What follows belongs to an exercise in optimizing a design on an open flow for small area and a short achievable clock period; a production flow would make more cautious choices.
Function was not checked in any run shown here: the RTL went through the layout flow alone.
No activity file was given, so power comes from the tool's default toggle rates.

==> flow/design.v (outline; a module is shown in full before it is edited, if it fits) <==
// module fir_ntap_stream: 4257 lines
// module fir_fa: 10 lines
// module fir_xor3: 8 lines
// module fir_maj3: 8 lines
// module fir_ha_n: 9 lines
// module fir32_top: 33 lines
module fir32_top (
    input  logic        clk,
    input  logic        rst,
    input  logic        clear,
    input  logic        in_valid,
    input  logic [7:0]  xin,
    input  logic        coef_we,
    input  logic [4:0]  coef_addr,
    input  logic [7:0]  coef_data,
    output logic        out_valid,
    output logic [14:0] y,
    output logic        sat
);
  // ...
==> flow/run.sh <==
#!/bin/bash
# synth_recipe.tcl (not shown) runs the flow's synth.tcl, then flattens the netlist and writes it again
# the make line also repeats each setting of config.mk as NAME=value (left out here)
make -C /OpenROAD-flow-scripts/flow DESIGN_CONFIG=/design/flow/config.mk WORK_HOME=/design/flow/orfs CLKGATE_MAP_FILE= SYNTH_SCRIPT=/design/flow/synth_recipe.tcl finish
==> flow/config.mk <==
export PLATFORM = sky130hd
export DESIGN_NAME = fir32_top
export DESIGN_NICKNAME = fir32_top
export VERILOG_FILES = /design/flow/design.v
export SDC_FILE = /design/flow/constraint.sdc
export NUM_CORES = 4
export LEC_CHECK = 0
export CAP_MARGIN = 20
export CORE_MARGIN = 2
export CORE_UTILIZATION = 45
export SLEW_MARGIN = 20
export SYNTH_HIERARCHICAL = 1
==> flow/constraint.sdc <==
create_clock -name core_clock -period 11.0 [get_ports {clk}]
set_input_delay 2.2000 -clock core_clock [delete_from_list [all_inputs] [get_ports {clk}]]
set_output_delay 2.2000 -clock core_clock [all_outputs]
set_load 0.01 [all_outputs]
==> out/metrics.cfg, run 1 <==
[run_status]
status=complete, no violations

[cells_and_area]
seqCellArea_um2=15970
seq_cells=667
multi_input_area_share=0.7195

[power_and_ir_drop]
switching_share=0.3400
maxPowerGroup=registers
p_seq_uw=3390
switchingPower_uw=2455

[detailed_routing]
drt-met1-wl_mm=143.4
vias_per_cell=6.266
top_layer=met5

[floorplan]
die_area_um2=172400
rows=150

[timing]
tns_ps=0
final_hold_viol_count=0
hold_slack_ps=474.1
rsz0062_at_grt=false

[setup_path]
required_ps=11620
reg2reg_to=u_fir.m_q[124]$_DFF_P_
crit_chain=nand2_1, fa_1, fa_1, fa_1, fa_1, fa_1, fa_1, fa_1
crit_top_cell=fa_1
critical_path.top_delay_family=adder cells

[logic_synthesis]
synth_cell_type_count=52
synth.top_cell.area_share=0.4987
seq_area_frac_synth=0.2099
synth_common_cells=nand2_1, fa_1, clkbuf_1, dfrtp_1, nor2_1
synthCells=6500

[place]
port-buffer-count=42
post-place-ws_ps=5599

[grt]
grt_max_degree=148
antenna_found_initial=12
grt_use_total=0.4261
met1_usage=0.5922

[worst_hold_path]
holdCritStartpoint=u_fir.v0_q$_DFF_PN0_

[cts]
worstSkewPairLatency_ps=760
numCtsBuffers=82

==> run 2, diff against run 1 <==
--- a/flow/config.mk
+++ b/flow/config.mk
@@ -9,4 +9,4 @@
 export CORE_MARGIN = 2
 export CORE_UTILIZATION = 45
-export SLEW_MARGIN = 20
+export SLEW_MARGIN = 70
 export SYNTH_HIERARCHICAL = 1
==> run 2 against run 1 <==
Largest cell class unchanged. Sequential share of layout area barely moved. First-iteration DRC count shrank 0.44%. Global-route usage hardly changed. Cell count up 0.96%. Combinational power up 4%. Die area unchanged. Setup slack gained 240 ps. Flip-flop and latch count unchanged. Still clean on timing, DRC and antenna. Clock skew is 0.90 ps lower. Highest routed layer unchanged. Worst hold slack gained 11 ps. Clock-buffer cell count is 2 higher. Synthesized cell count did not move.
==> out/metrics.cfg, run 2 <==
[setup_path]
slowest_stage=fa_1  ; unchanged
cp-startpoint=u_fir.x_q[14][5]$_DFFE_PN0P_  ; was u_fir.x_q[0][6]$_DFFE_PN0P_
crit_type=flop to flop  ; unchanged
max_stage_delay_ps=880  ; was 940 ps
startpoint_type=flop  ; unchanged
r2r_cells=8  ; unchanged
regToRegSetupSlack_ps=6040  ; was 5810 ps
regToRegStartpoint=u_fir.x_q[14][5]$_DFFE_PN0P_  ; was u_fir.x_q[0][6]$_DFFE_PN0P_
reg2reg_to=u_fir.m_q[57]$_DFF_P_  ; was u_fir.m_q[124]$_DFF_P_
critical_path.top_delay_family=adder cells  ; unchanged
crit_top_cell=fa_1  ; unchanged
path_max_fanout=10  ; unchanged
cp_num_buf_inv=0  ; unchanged
worstPathArrival_ps=5600  ; was 5810 ps
end_kind=flop  ; unchanged
required_ps=11650  ; was 11,620 ps
crit_chain=nand2_1, fa_1, fa_1, fa_1, fa_1, fa_1, fa_1, xor3_1  ; was nand2_1, fa_1, fa_1, fa_1, fa_1, fa_1, fa_1, fa_1

[grt]
antenna_found_initial=12  ; unchanged
grt_pass1_wl_mm=488.2  ; was 488.5 mm
grt_pass1_vias=54638  ; was 54,370
grt_use_total=0.4262  ; was 0.4261
grt_max_degree=69  ; was 148
gr-total-overflow=0  ; unchanged

[floorplan]
core_area_um2=167600  ; unchanged
die_y_um=415.2  ; unchanged
die_area_um2=172400  ; unchanged
io_pins=43  ; unchanged
rows=150  ; unchanged
start_util=0.4539  ; unchanged
die_w_um=415.2  ; unchanged

[cts]
htree_levels=3  ; unchanged
clock-root-buffer=clkbuf_16  ; unchanged
cts_setup_buffers=0  ; unchanged
numCtsBuffers=85  ; was 82
worstSkewPairLatency_ps=770  ; was 760 ps
post_cts_resized=0  ; unchanged
ctsHoldBuffers=0  ; unchanged
clkSinkCount=667  ; unchanged
clk_pin_slew_ps=60  ; about the same
clk_path_buf_depth=3  ; unchanged
cts_tree=done  ; unchanged

[run_status]
status=complete, no violations  ; unchanged

[timing]
period_minus_slack_ps=4956  ; was 5194 ps
tns_ps=0  ; unchanged
max_freq_ghz=0.2018  ; was 0.1925 GHz
rsz0062_at_grt=false  ; unchanged
worst_pin_slew_ps=516.5  ; was 1127 ps
finalSetupViolCount=0  ; unchanged
fin_crit_sh=0.4505  ; was 0.4722
final_hold_viol_count=0  ; unchanged
slew_viol_final=0  ; unchanged
max-slew-margin-rel=0.6553  ; was 0.2486
finClkSkew_ps=49.63  ; was 50.53 ps

[run]
cap_violations=0  ; unchanged

[power_and_ir_drop]
power.leakage_uw=0.02000  ; was 0.01975 uW
irDropWorstVdd_mv=0.1574  ; was 0.1398 mV
pwr_density_cell_nw_per_um2=90.26  ; was 90.30 nW/um^2

[cells_and_area]
layout_common_cells=nand2_1, fa_1, nor2_1, mux2_2, mux2i_1  ; was nand2_1, fa_1, dfrtp_1, nor2_1
fill_cells=14972  ; was 15,109
top_regs=u_fir.c_q x256, u_fir.x_q x256, u_fir.m_q x136  ; unchanged
final_common_cell=nand2_1  ; unchanged
drive_gt1_frac=0.1606  ; was 0.09828
postLayoutCoreUtil=0.4874  ; was 0.4770
final_cell_area_um2=81690  ; was 79,950 um^2
area_growth_syn_to_layout_pct=7.380  ; was 5.097%
layout.nets=8049  ; was 7,988

[detailed_routing]
drc=0  ; unchanged
dr.pass1.iters=6  ; was 9
via_count=52369  ; was 52,090
wirelength_mm=359.8  ; was 359.5 mm
first_iter_violations=7489  ; was 7,522
ant_nets=0  ; unchanged
wl_per_cell_um=42.86  ; was 43.25 um
vias_per_cell=6.240  ; was 6.266

[logic_synthesis]
syn_area_um2=76070  ; unchanged
ys_async_sr_fraction=0.7721  ; unchanged
synth.top_cell.area_share=0.4987  ; unchanged
yosysMostFrequentCell=nand2_1  ; unchanged
synth_edf_count=0  ; unchanged
ys_seq_elements=667  ; unchanged
ys_warn_count=9  ; unchanged
seq_area_frac_synth=0.2099  ; unchanged
synthCells=6500  ; unchanged
yosys_most_used_dff=dfrtp_1  ; unchanged
syn_nets=8450  ; unchanged
synth.area.top_cells=fa_1, dfrtp_1, nand2_1  ; unchanged
syn_area_per_cell_um2=11.70  ; unchanged
synth_common_cells=nand2_1, fa_1, clkbuf_1, dfrtp_1, nor2_1  ; unchanged
yosysTopAreaCell=fa_1  ; unchanged
synth_cell_type_count=52  ; unchanged

[worst_hold_path]
holdPathEnd=u_fir.out_valid$_DFF_PN0_  ; was u_fir.v1_q$_DFF_PN0_
holdCritStartpoint=u_fir.v1_q$_DFF_PN0_  ; was u_fir.v0_q$_DFF_PN0_
worstHoldPathCells=1  ; unchanged
min_path_type=flop to flop  ; unchanged

[place]
place_congestion=1.121  ; unchanged
detailed_place.area_um2=78590  ; was 77,220 um^2
dp_hpwl_mm=305.4  ; was 299.8 mm
port-buffer-count=42  ; unchanged

[run 2: cell counts after synthesis]
No cell type changed its count.
[run 2: cells by family (layout without fill, tap and decap cells)]
group | Yosys count | count (layout) | synth area share
AOI/OAI and AO/OA | 47 | 47 | 0.004128
buffers and inverters | 698 | 369 | 0.03454
other | 0 | 18 | 0
adders and majority gates | 2040 | 2040 | 0.5206
xor gates and xnor gates | 129 | 129 | 0.03775
and+or+nand+nor | 2407 | 2407 | 0.1214
muxes | 512 | 512 | 0.07158
DFF | 667 | 667 | 0.2099
[run 2: worst register-to-register path, stage by stage, from the launching register on]
cell	delay [ps]
dfrtp_1	600
nand2_1	150
fa_1	550
fa_1	560
fa_1	880
fa_1	630
fa_1	440
fa_1	600
xor3_1	420
[run 2: layout make-up]
cell class              instances  area, um^2  share of cell area
multi-input cells            5135       57850              0.7082
clock buffers                 117        2370             0.02901
repair buffers                122        1580             0.01935
clock inverters                42       478.0            0.005851
diodes                         18       45.04           0.0005514
flip-flops and latches        667       16280              0.1993
inverters                      88       330.3            0.004044
well taps                    2204        2758             0.03376
[run 2: power breakdown]
part           internal (uW)  switching (uW)
clock                   1700            1240
sequential              2690             700
combinational            490             544
[run 2: per-stage QoR]
| stage | setup slack (ps) | total power [uW] | instances | hold slack [ps] |
|---|---|---|---|---|
| final | 6044 | 7373 | 8393 | 484.7 |
| after global routing | 6014 | 7582 | 8377 | 504.6 |
| after CTS | 6129 | 7378 | 8373 | 490.0 |
| after detailed placement | 6107 | 4419 | 8214 | 461.5 |
| after global placement | 5428 | 4363 | 8154 | 468.3 |
| after floorplan | 6606 | 3774 | 6500 | 438.5 |
[run 2: per-module statistics from Yosys (local to each module, per instance), a selection]
module    flops+latches  times used  cells  cell area [um^2]
fir_fa                0        1895      1             20.02
fir_ha_n              0          12      5             27.53
fir_maj3              0         116      1             11.26
fir_xor3              0         116      1             23.77
[run 2: layer usage]
layer | GRT usage | share of wire | vias to the layer above
li1 | - | - | 19120
met2 | 0.6048 | 0.42 | 3510
met4 | 0.2442 | 0.073 | 4
met5 | 0 | 0.000081 | -
met1 | 0.5932 | 0.40 | 29010
met3 | 0.1129 | 0.11 | 725
[run 2: worst max-delay path by stage]
stage / cells after the start / end / slack (ps)
CTS: 8 / u_fir.m_q[57]$_DFF_P_ / 6130
finish: 8 / u_fir.m_q[57]$_DFF_P_ / 6040
global route: 8 / u_fir.m_q[57]$_DFF_P_ / 6010
global placement: 4 / u_fir.c_q[14][2]$_DFFE_PN0P_ / 5430
floorplan: 10 / u_fir.m_q[95]$_DFF_P_ / 6610
detailed placement: 10 / u_fir.m_q[123]$_DFF_P_ / 6110

-- what the ideal ports hide --
Ports are ideal in the flow. The routed layouts listed here were re-timed in OpenROAD.
Step 1 (the two cells are an assumption about what drives the block):
set clk [get_ports {clk}]
set_driving_cell -lib_cell sky130_fd_sc_hd__clkbuf_16 $clk
set_driving_cell -lib_cell sky130_fd_sc_hd__buf_2 [delete_from_list [all_inputs] $clk]
Step 2 moves the port delays by t, midway between the first and last clock arrival at a register: inputs arrive t later, outputs are due t later. That takes back most of the time a late clock gives input paths.
a / b / c = no drivers / after step 1 / after step 2; a / b = the first two.
run | t (ns) | slack for setup (ns) | worst register clock-pin slew, ns | worst slew at a driven data input, ns
run 1 | 0.825 | 5.806 / 5.806 / 5.659 | 0.08 / 0.08 | 0.08
run 2 | 0.839 | 6.044 / 6.044 / 6.044 | 0.07 / 0.07 | 0.07
After both steps every run listed still meets setup and hold. For run 1, which loses most, drivers alone change the setup slack by 0.000 ns; drivers and shift together by -0.147 ns.
